This is an optimization exercise on Yosys and OpenROAD, whose aim is small area, not a production implementation. The RTL was checked by simulation tests, not by an equivalence proof against the original design. Power figures rest on the tool's default switching activity, not on a simulated workload.

[flow/config.mk]
export PLATFORM = sky130hd
export DESIGN_NAME = prefetcher_top
export DESIGN_NICKNAME = prefetcher_top
export VERILOG_FILES = /design/flow/design.v
export SDC_FILE = /design/flow/constraint.sdc
export NUM_CORES = 4
export LEC_CHECK = 0
export CAP_MARGIN = 20
export CORE_MARGIN = 2
export CORE_UTILIZATION = 40
export SLEW_MARGIN = 20
[flow/design.v]
`timescale 1ns/10ps
package prefetch_pkg;
	localparam int WORD_W = 32;
	localparam int NUM_REGS = 16;
	localparam int REG_IDX_W = 4;
	typedef logic [WORD_W-1:0] word_t;
	typedef logic [REG_IDX_W-1:0] reg_idx_t;
	localparam reg_idx_t SP_REG = 4'd13;
	localparam reg_idx_t FP_REG = 4'd11;
	localparam reg_idx_t SL_REG = 4'd10;
	localparam word_t OFS_ROW_CNT = 32'd4;
	localparam word_t OFS_ROW_PTR = 32'd8;
	localparam word_t OFS_ARG = 32'd16;
	localparam word_t OFS_REMAIN = 32'd20;
	localparam word_t OFS_COLIDX = 32'd4;
	localparam word_t OFS_ROWPTR = 32'd8;
	localparam word_t OFS_LIMIT = 32'd16;
	typedef enum logic [3:0] {
		ST_IDLE = 4'd0,
		ST_SETUP = 4'd1,
		ST_ROW_START = 4'd2,
		ST_INNER = 4'd3,
		ST_ROW_END = 4'd4,
		ST_NEXT_ROW = 4'd5,
		ST_COUNT_DOWN = 4'd6,
		ST_DONE = 4'd7
	} slice_state_e;
	typedef logic [2:0] step_t;
endpackage
`timescale 1ns/10ps
module cache_load_port (
	input  logic                clk,
	input  logic                reset,
	input  logic                issue_i,
	input  prefetch_pkg::word_t addr_i,
	input  logic                wait_i,
	input  logic                ready_i,
	input  prefetch_pkg::word_t mem_data_i,
	output logic                req_o,
	output prefetch_pkg::word_t addr_o,
	output prefetch_pkg::word_t data_o,
	output logic                busy_o
);
	logic  req_q;
	prefetch_pkg::word_t addr_q;
	prefetch_pkg::word_t data_q;
	always_ff @(posedge clk) begin
		if (reset) begin
			req_q <= 1'b0;
			addr_q <= '0;
			data_q <= '0;
		end else if (wait_i) begin
			req_q <= 1'b0;
			if (ready_i) begin
				data_q <= mem_data_i;
			end
		end else if (issue_i) begin
			req_q <= 1'b1;
			addr_q <= addr_i;
		end
	end
	assign req_o = req_q;
	assign addr_o = addr_q;
	assign data_o = data_q;
	assign busy_o = wait_i;
endmodule
`timescale 1ns/10ps
module stbuf_load_port (
	input  logic                clk,
	input  logic                reset,
	input  logic                issue_i,
	input  prefetch_pkg::word_t addr_i,
	input  logic                wait_i,
	input  logic                ready_i,
	input  prefetch_pkg::word_t mem_data_i,
	output logic                req_o,
	output prefetch_pkg::word_t addr_o,
	output prefetch_pkg::word_t data_o,
	output logic                busy_o
);
	logic  req_q;
	prefetch_pkg::word_t addr_q;
	prefetch_pkg::word_t data_q;
	always_ff @(posedge clk) begin
		if (reset) begin
			req_q <= 1'b0;
			addr_q <= '0;
			data_q <= '0;
		end else if (wait_i) begin
			req_q <= 1'b0;
			if (ready_i) begin
				data_q <= mem_data_i;
			end
		end else if (issue_i) begin
			req_q <= 1'b1;
			addr_q <= addr_i;
		end
	end
	assign req_o = req_q;
	assign addr_o = addr_q;
	assign data_o = data_q;
	assign busy_o = wait_i;
endmodule
`timescale 1ns/10ps
module slice_sequencer (
	input  logic                       clk,
	input  logic                       reset,
	input  logic                       trigger_i,
	input  logic                       stall_cache_i,
	input  logic                       stall_stbuf_i,
	input  prefetch_pkg::word_t        cache_word_i,
	input  prefetch_pkg::word_t        stbuf_word_i,
	output logic                       cache_issue_o,
	output prefetch_pkg::word_t        cache_addr_o,
	output logic                       stbuf_issue_o,
	output prefetch_pkg::word_t        stbuf_addr_o,
	output prefetch_pkg::word_t        wr_addr_o,
	output prefetch_pkg::word_t        wr_data_o,
	output prefetch_pkg::slice_state_e state_o
);
	prefetch_pkg::word_t        rf [prefetch_pkg::NUM_REGS];
	prefetch_pkg::slice_state_e state_q;
	prefetch_pkg::step_t        step_q;
	logic         stall;
	logic         cache_ld;
	logic         stbuf_ld;
	prefetch_pkg::word_t        sp;
	assign stall = stall_cache_i | stall_stbuf_i;
	assign sp = rf[prefetch_pkg::SP_REG];
	assign state_o = state_q;
	always_comb begin
		cache_ld = 1'b0;
		cache_addr_o = '0;
		stbuf_ld = 1'b0;
		stbuf_addr_o = '0;
		case (state_q)
			prefetch_pkg::ST_SETUP: begin
				case (step_q)
					3'd0: begin
						cache_ld = 1'b1;
						cache_addr_o = sp + prefetch_pkg::OFS_ARG;
					end
					3'd1, 3'd2: begin
						cache_ld = 1'b1;
						cache_addr_o = cache_word_i;
					end
					3'd3: begin
						cache_ld = 1'b1;
						cache_addr_o = rf[0] + prefetch_pkg::OFS_ROWPTR;
					end
					default: ;
				endcase
			end
			prefetch_pkg::ST_ROW_START: begin
				if (step_q == 3'd0) begin
					cache_ld = 1'b1;
					cache_addr_o = rf[prefetch_pkg::FP_REG] + (rf[3] << 2);
				end else if (step_q == 3'd1) begin
					cache_ld = 1'b1;
					cache_addr_o = rf[0] + prefetch_pkg::OFS_COLIDX;
				end
			end
			prefetch_pkg::ST_INNER: begin
				case (step_q)
					3'd1: begin
						cache_ld = 1'b1;
						cache_addr_o = rf[9] + rf[1];
					end
					3'd2: begin
						cache_ld = 1'b1;
						cache_addr_o = rf[2] + (cache_word_i << 2);
					end
					3'd3: begin
						cache_ld = 1'b1;
						cache_addr_o = rf[0] + prefetch_pkg::OFS_LIMIT;
					end
					3'd4: begin
						cache_ld = 1'b1;
						cache_addr_o = rf[prefetch_pkg::SL_REG];
					end
					default: ;
				endcase
			end
			prefetch_pkg::ST_ROW_END: begin
				if (step_q == 3'd0) begin
					cache_ld = 1'b1;
					cache_addr_o = sp + prefetch_pkg::OFS_ARG;
					stbuf_ld = 1'b1;
					stbuf_addr_o = sp + prefetch_pkg::OFS_ROW_CNT;
				end else if (step_q == 3'd1) begin
					cache_ld = 1'b1;
					cache_addr_o = cache_word_i + prefetch_pkg::OFS_ROWPTR;
				end
			end
			prefetch_pkg::ST_NEXT_ROW: begin
				if (step_q == 3'd0) begin
					stbuf_ld = 1'b1;
					stbuf_addr_o = sp + prefetch_pkg::OFS_ROW_PTR;
					cache_ld = 1'b1;
					cache_addr_o = rf[1] + prefetch_pkg::OFS_COLIDX;
				end
			end
			prefetch_pkg::ST_COUNT_DOWN: begin
				if (step_q == 3'd0) begin
					stbuf_ld = 1'b1;
					stbuf_addr_o = sp + prefetch_pkg::OFS_REMAIN;
				end
			end
			default: ;
		endcase
	end
	assign cache_issue_o = cache_ld & ~stall;
	assign stbuf_issue_o = stbuf_ld & ~stall;
	always_ff @(posedge clk) begin
		if (reset) begin
			state_q <= prefetch_pkg::ST_IDLE;
			step_q <= '0;
			wr_addr_o <= '0;
			wr_data_o <= '0;
			for (int i = 0; i < prefetch_pkg::NUM_REGS; i++) begin
				rf[i] <= '0;
			end
		end else if (!stall) begin
			case (state_q)
				prefetch_pkg::ST_IDLE: begin
					if (trigger_i) begin
						for (int i = 0; i < prefetch_pkg::NUM_REGS; i++) begin
							rf[i] <= prefetch_pkg::word_t'(i);
						end
						state_q <= prefetch_pkg::ST_SETUP;
						step_q <= '0;
					end
				end
				prefetch_pkg::ST_SETUP: begin
					case (step_q)
						3'd0: begin
							step_q <= 3'd1;
						end
						3'd1: begin
							rf[1] <= '0;
							step_q <= 3'd2;
						end
						3'd2: begin
							rf[6] <= cache_word_i;
							wr_addr_o <= sp + prefetch_pkg::OFS_ROW_CNT;
							wr_data_o <= rf[1];
							step_q <= 3'd3;
						end
						3'd3: begin
							rf[3] <= cache_word_i;
							wr_addr_o <= sp + prefetch_pkg::OFS_ROW_PTR;
							wr_data_o <= rf[6];
							step_q <= 3'd4;
						end
						3'd4: begin
							rf[prefetch_pkg::FP_REG] <= cache_word_i;
							state_q <= prefetch_pkg::ST_ROW_START;
							step_q <= '0;
						end
						default: begin
							state_q <= prefetch_pkg::ST_IDLE;
							step_q <= '0;
						end
					endcase
				end
				prefetch_pkg::ST_ROW_START: begin
					case (step_q)
						3'd0: begin
							rf[7] <= rf[3] + 32'd1;
							step_q <= 3'd1;
						end
						3'd1: begin
							rf[3] <= cache_word_i;
							rf[8] <= cache_word_i << 2;
							rf[prefetch_pkg::SL_REG] <= rf[prefetch_pkg::FP_REG] + (rf[7] << 2);
							step_q <= 3'd2;
						end
						3'd2: begin
							rf[9] <= cache_word_i + rf[8];
							rf[1] <= '0;
							state_q <= prefetch_pkg::ST_INNER;
							step_q <= 3'd1;
						end
						default: begin
							state_q <= prefetch_pkg::ST_IDLE;
							step_q <= '0;
						end
					endcase
				end
				prefetch_pkg::ST_INNER: begin
					case (step_q)
						3'd0: begin
							rf[1] <= rf[1] + 32'd4;
							step_q <= 3'd1;
						end
						3'd1: begin
							step_q <= 3'd2;
						end
						3'd2: begin
							rf[4] <= cache_word_i;
							step_q <= 3'd3;
						end
						3'd3: begin
							rf[5] <= cache_word_i;
							step_q <= 3'd4;
						end
						3'd4: begin
							rf[4] <= cache_word_i;
							rf[3] <= rf[3] + 32'd1;
							step_q <= 3'd5;
						end
						3'd5: begin
							rf[5] <= cache_word_i;
							state_q <= (rf[3] < cache_word_i) ? prefetch_pkg::ST_INNER : prefetch_pkg::ST_ROW_END;
							step_q <= '0;
						end
						default: begin
							state_q <= prefetch_pkg::ST_IDLE;
							step_q <= '0;
						end
					endcase
				end
				prefetch_pkg::ST_ROW_END: begin
					case (step_q)
						3'd0: begin
							step_q <= 3'd1;
						end
						3'd1: begin
							rf[3] <= cache_word_i;
							rf[1] <= stbuf_word_i + 32'd1;
							step_q <= 3'd2;
						end
						3'd2: begin
							rf[5] <= cache_word_i;
							wr_addr_o <= sp + prefetch_pkg::OFS_ROW_CNT;
							wr_data_o <= rf[1];
							state_q <= (rf[1] >= cache_word_i) ? prefetch_pkg::ST_COUNT_DOWN : prefetch_pkg::ST_NEXT_ROW;
							step_q <= '0;
						end
						default: begin
							state_q <= prefetch_pkg::ST_IDLE;
							step_q <= '0;
						end
					endcase
				end
				prefetch_pkg::ST_NEXT_ROW: begin
					case (step_q)
						3'd0: begin
							step_q <= 3'd1;
						end
						3'd1: begin
							rf[1] <= stbuf_word_i;
							rf[3] <= cache_word_i;
							wr_addr_o <= sp + prefetch_pkg::OFS_ROW_PTR;
							wr_data_o <= stbuf_word_i;
							state_q <= (cache_word_i <= rf[4]) ? prefetch_pkg::ST_ROW_START : prefetch_pkg::ST_COUNT_DOWN;
							step_q <= '0;
						end
						default: begin
							state_q <= prefetch_pkg::ST_IDLE;
							step_q <= '0;
						end
					endcase
				end
				prefetch_pkg::ST_COUNT_DOWN: begin
					case (step_q)
						3'd0: begin
							step_q <= 3'd1;
						end
						3'd1: begin
							rf[3] <= stbuf_word_i - 32'd1;
							wr_addr_o <= sp + prefetch_pkg::OFS_REMAIN;
							wr_data_o <= stbuf_word_i - 32'd1;
							state_q <= (rf[1] != rf[5]) ? prefetch_pkg::ST_SETUP : prefetch_pkg::ST_DONE;
							step_q <= '0;
						end
						default: begin
							state_q <= prefetch_pkg::ST_IDLE;
							step_q <= '0;
						end
					endcase
				end
				prefetch_pkg::ST_DONE: begin
					state_q <= prefetch_pkg::ST_DONE;
				end
				default: begin
					state_q <= prefetch_pkg::ST_IDLE;
					step_q <= '0;
				end
			endcase
		end
	end
endmodule
`timescale 1ns/10ps
module prefetcher_top (
	input  logic                       clk,
	input  logic                       reset,
	input  logic                       trigger_i,
	input  logic                       wait_cache_i,
	input  logic                       wait_stbuf_i,
	input  logic                       cache_ready_i,
	input  logic                       stbuf_ready_i,
	input  prefetch_pkg::word_t        cache_data_i,
	input  prefetch_pkg::word_t        stbuf_data_i,
	output logic                       cache_req_o,
	output prefetch_pkg::word_t        cache_addr_o,
	output logic                       stbuf_req_o,
	output prefetch_pkg::word_t        stbuf_addr_o,
	output prefetch_pkg::word_t        wr_addr_o,
	output prefetch_pkg::word_t        wr_data_o,
	output prefetch_pkg::slice_state_e state_o
);
	logic  cache_issue;
	logic  stbuf_issue;
	logic  cache_busy;
	logic  stbuf_busy;
	prefetch_pkg::word_t cache_issue_addr;
	prefetch_pkg::word_t stbuf_issue_addr;
	prefetch_pkg::word_t cache_word;
	prefetch_pkg::word_t stbuf_word;
	cache_load_port u_cache_port (
		.clk        (clk),
		.reset      (reset),
		.issue_i    (cache_issue),
		.addr_i     (cache_issue_addr),
		.wait_i     (wait_cache_i),
		.ready_i    (cache_ready_i),
		.mem_data_i (cache_data_i),
		.req_o      (cache_req_o),
		.addr_o     (cache_addr_o),
		.data_o     (cache_word),
		.busy_o     (cache_busy)
	);
	stbuf_load_port u_stbuf_port (
		.clk        (clk),
		.reset      (reset),
		.issue_i    (stbuf_issue),
		.addr_i     (stbuf_issue_addr),
		.wait_i     (wait_stbuf_i),
		.ready_i    (stbuf_ready_i),
		.mem_data_i (stbuf_data_i),
		.req_o      (stbuf_req_o),
		.addr_o     (stbuf_addr_o),
		.data_o     (stbuf_word),
		.busy_o     (stbuf_busy)
	);
	slice_sequencer u_seq (
		.clk           (clk),
		.reset         (reset),
		.trigger_i     (trigger_i),
		.stall_cache_i (cache_busy),
		.stall_stbuf_i (stbuf_busy),
		.cache_word_i  (cache_word),
		.stbuf_word_i  (stbuf_word),
		.cache_issue_o (cache_issue),
		.cache_addr_o  (cache_issue_addr),
		.stbuf_issue_o (stbuf_issue),
		.stbuf_addr_o  (stbuf_issue_addr),
		.wr_addr_o     (wr_addr_o),
		.wr_data_o     (wr_data_o),
		.state_o       (state_o)
	);
endmodule
[flow/constraint.sdc]
create_clock -name core_clock -period 6.0 [get_ports {clk}]
set_input_delay 1.2000 -clock core_clock [delete_from_list [all_inputs] [get_ports {clk}]]
set_output_delay 1.2000 -clock core_clock [all_outputs]
set_load 0.01 [all_outputs]
[flow/run.sh]
#!/bin/bash
# synth_recipe.tcl (not shown) runs the flow's synth.tcl, then flattens the netlist and writes it again
# the make line also repeats each setting of config.mk as NAME=value (left out here)
make -C /OpenROAD-flow-scripts/flow DESIGN_CONFIG=/design/flow/config.mk WORK_HOME=/design/flow/orfs CLKGATE_MAP_FILE= SYNTH_SCRIPT=/design/flow/synth_recipe.tcl finish
==> impl_metrics.env <==
export IMPL_status="no timing/DRC/antenna violations"
export IMPL_finalMaxSlewViolations=0
export IMPL_synth_top_family_by_area="compound AO/OA/AOI/OAI gates"
export IMPL_setup_tns_ns=0
export IMPL_async_reset_ff_frac=0
export IMPL_path_class="flip-flop to flip-flop"
export IMPL_finalHoldViolations=0
export IMPL_port_buffer_count=149
export IMPL_synth_cells=4201
export IMPL_dieHeight_um=285.0
export IMPL_synth_edf_count=0
export IMPL_path_cells="inv_2 > or3_1 > nor2_1 > nor2_1 > a21oi_4 > nand3_1 > a21oi_1"
export IMPL_finalSetupViolations=0
export IMPL_synth_xor_area_frac=0.06571
export IMPL_drt_wl_total_mm=140.7
export IMPL_vias_per_cell=6.294
export IMPL_ir_drop_v=0.0001924
export IMPL_post_dp_hpwl_mm=101.6
export IMPL_wl_per_cell_um=26.66
export IMPL_antenna_found_initial=6
export IMPL_cts_buffer_depth=3
export IMPL_die_w_um=285.0
export IMPL_grt_total_usage=0.3338
export IMPL_synth_adder_area_share=0.08928
export IMPL_finalNonFillerCells=5279
export IMPL_overflow=0
export IMPL_crit_family="simple AND/OR/NAND/NOR gates"
export IMPL_yosysSeqAreaShare=0.2934
export IMPL_cts_tree="built"
export IMPL_syn_area_per_cell_um2=7.519
export IMPL_critPathLaunchType="flip-flop"
export IMPL_rsz0062_at_grt="false"
export IMPL_final_nets=4476
export IMPL_gp_congestion=1.039
export IMPL_met1_usage=0.4354
export IMPL_coreArea_um2=78610
export IMPL_slowest_delay_ns=0.93
export IMPL_cp_data_arrival_time_ns=4.64
export IMPL_critPathBufInv=1
export IMPL_post_cts_buffers=0
export IMPL_worst_slack_ns=1.900
export IMPL_h_tree_depth=2
export IMPL_synth_main_ff_cell="dfxtp_1"
export IMPL_critPathRequiredTime_ns=6.54
export IMPL_cts_made_buffers=55
export IMPL_use_met2=0.4970
export IMPL_ios=205
export IMPL_hold_path_class="flip-flop to flip-flop"
export IMPL_final_min_clock_period_ns=4.101
export IMPL_syn_area_um2=31590
export IMPL_synth_top_cell_area_share=0.2934
export IMPL_grt_start_max_net_pins=130
export IMPL_holdBufCountCts=0
export IMPL_final_core_util=0.4555
export IMPL_cts_repair_resized=0
export IMPL_fp_dieArea_um2=81230
export IMPL_clk_pin_slew_ns=0.07
export IMPL_power_density_nw_per_um2=226.9
export IMPL_area_delta_synth_final_pct=13.37
export IMPL_crit_path_max_fanout=36
export IMPL_crit_slowest_cell="dfxtp_2"
export IMPL_yosysTopAreaCell="dfxtp_1"
export IMPL_clock_root_buffer="clkbuf_16"
export IMPL_crit_top_cell="nor2_1"
export IMPL_drive_above_1_share=0.06670
export IMPL_synthTopCellsByArea="dfxtp_1 (29%), ha_1 (8.7%), a21oi_1 (7.2%), nand2_1 (6.2%), nor2_1 (4.7%)"
export IMPL_grt_pass1_wl_mm=204.8
export IMPL_synth_mux_area_frac=0.01101
export IMPL_drt_antenna_violating_nets=0
export IMPL_end_kind="flip-flop"
export IMPL_rows=103
export IMPL_dpl_cell_count=5175
export IMPL_fmax_ghz=0.2439
export IMPL_skew_ns=0.04977
export IMPL_synth_cell_types=98
export IMPL_yosys_warnings=4
export IMPL_synth_compound_area_share=0.2565
export IMPL_drt_iter0_markers=4348
export IMPL_drc=0
export IMPL_clk_latency_ns=0.67
export IMPL_clock_sinks=463
export IMPL_firstDrtPassIters=10
export IMPL_grt_pass1_vias=30420
export IMPL_drv_cap=0
export IMPL_start_util=0.4018
export IMPL_synth_simple_gate_area_frac=0.2163
export IMPL_vias=33230
export IMPL_use_met3=0.07056
export IMPL_ys_ff_latch=463
export IMPL_finalCritPeriodShare=0.6834
export IMPL_power_leakage_nw=13.21
export IMPL_worst_pin_slew_ns=1.175
export IMPL_grt_busiest_layer="met2"
export IMPL_pre_cts_ws_ns=1.526
export IMPL_relSlewSlack=0.2101
-- per-stage QoR --
stage	power (mW)	cell area (um^2)	hold slack [ns]
2_1_floorplan	3.979	31790	0.4249
5_1_grt	8.344	35810	0.4716
6_report	8.126	35810	0.4561
4_1_cts	8.099	35800	0.4542
3_3_place_gp	4.411	33800	0.4396
3_5_place_dp	4.416	33810	0.4463
-- report_power, final --
part | leakage, nW | internal [mW] | switching (mW)
registers | 3.74 | 3.13 | 0.133
clock network | 0.968 | 2.19 | 1.54
logic | 8.50 | 0.347 | 0.786
-- path summary, 6_finish.rpt --
path / start / endpoint / slack (ns) / cells past startpoint
worst max register to register: u_seq.state_q[0] / u_seq.rf[11][28] / 1.90 / 7
worst min-delay path: u_seq.rf[6][5] / u_seq.rf[6][5] / 0.46 / 2
worst max-delay path: u_seq.state_q[0] / u_seq.rf[11][28] / 1.90 / 7
worst min register to register: u_seq.rf[6][5] / u_seq.rf[6][5] / 0.46 / 2
-- cell usage after synthesis, drive strengths merged, types with 15 or more instances --
cell type	count
dfxtp	463
nor3	84
buf	135
mux2i	28
nor2b	27
clkbuf	250
o21ai	182
nor4	25
ha	219
and3	31
nand4	62
a31oi	17
and4	17
a21o	75
a211oi	59
o221ai	20
a311oi	26
a22oi	93
o211ai	24
xor2	87
o22ai	67
nand3	242
a22o	17
a222oi	23
and2	15
or3	18
a21oi	457
nand2b	23
o21a	24
nor2	395
nand2	524
xnor2	150
o21bai	23
inv	104
a221oi	49
-- cell families (layout without fill, tap and decap cells) --
logic type      after synthesis  count (layout)
compound gates             1249            1249
xor+xnor                    237             237
fa+ha+maj                   223             223
other cells                   1              56
flops                       463             463
buf+inv                     493             466
simple gates               1501            1501
mux                          34              34
-- worst min-delay path, cell delays in order (launching register included) --
cell and delay (ns):
dfxtp_1 0.31, nand2_1 0.05, a21oi_1 0.05
-- state kept, by name, summed over array words and instances (netlist names) --
signal	flops
u_stbuf_port.addr_q	5
u_seq.state_q	3
u_cache_port.addr_q	32
u_cache_port.req_q	1
u_stbuf_port.data_q	32
u_seq.rf	317
u_cache_port.data_q	32
u_seq.wr_data_o	32
u_stbuf_port.req_q	1
u_seq.step_q	3
u_seq.wr_addr_o	5
-- layout by cell type (no fill, tap or decap), drive strengths merged, types with 59 or more instances in the layout --
master,netlist,layout
inv,104,106
clkbuf,250,69
nor2,395,395
clkdlybuf4s50,0,148
xnor2,150,150
nand2,524,524
a21oi,457,457
a21o,75,75
ha,219,219
o22ai,67,67
a22oi,93,93
xor2,87,87
nand3,242,242
a211oi,59,59
nand4,62,62
dfxtp,463,463
buf,135,107
nor3,84,84
o21ai,182,182
-- final cells by class --
cell class              instances  area [um^2]
inverters                     108        405.4
multi-input cells            3299        20540
fillers                      8140        42800
diodes                          1        2.502
flip-flops and latches        463         9273
clock inverters                34        469.2
well taps                    1050         1314
clock buffers                  69         1519
repair buffers                255         2292
-- per-layer routing --
layer | up-vias | share of wire
li1 | 15040 | -
met4 | 16 | 0.080
met5 | - | 0.00073
met1 | 15820 | 0.40
met3 | 451 | 0.11
met2 | 1905 | 0.42

-- re-timing with driven ports --
No port has a modelled driver above. Below, the same layout with a new extraction and two added sets of constraints. Step 1 assumes that a clkbuf_16 drives the clock port and a buf_2 every other input. Step 2 times the ports against the registers' clock, not the clock port: input delays grow and output delays shrink by t, the midpoint of the rising clock arrivals with the driver on. a / b / c = no drivers / after step 1 / after step 2; a / b = the first two.
t (ns): 0.714
setup slack, ns: 1.900 / 1.900 / 1.413
worst hold slack (ns): 0.456 / 0.456 / 0.456
cell pins on the clock port's net: 1
After both steps setup and hold are still met in this run. For this run, drivers alone change the setup slack by 0.000 ns; drivers and shift together by -0.487 ns.
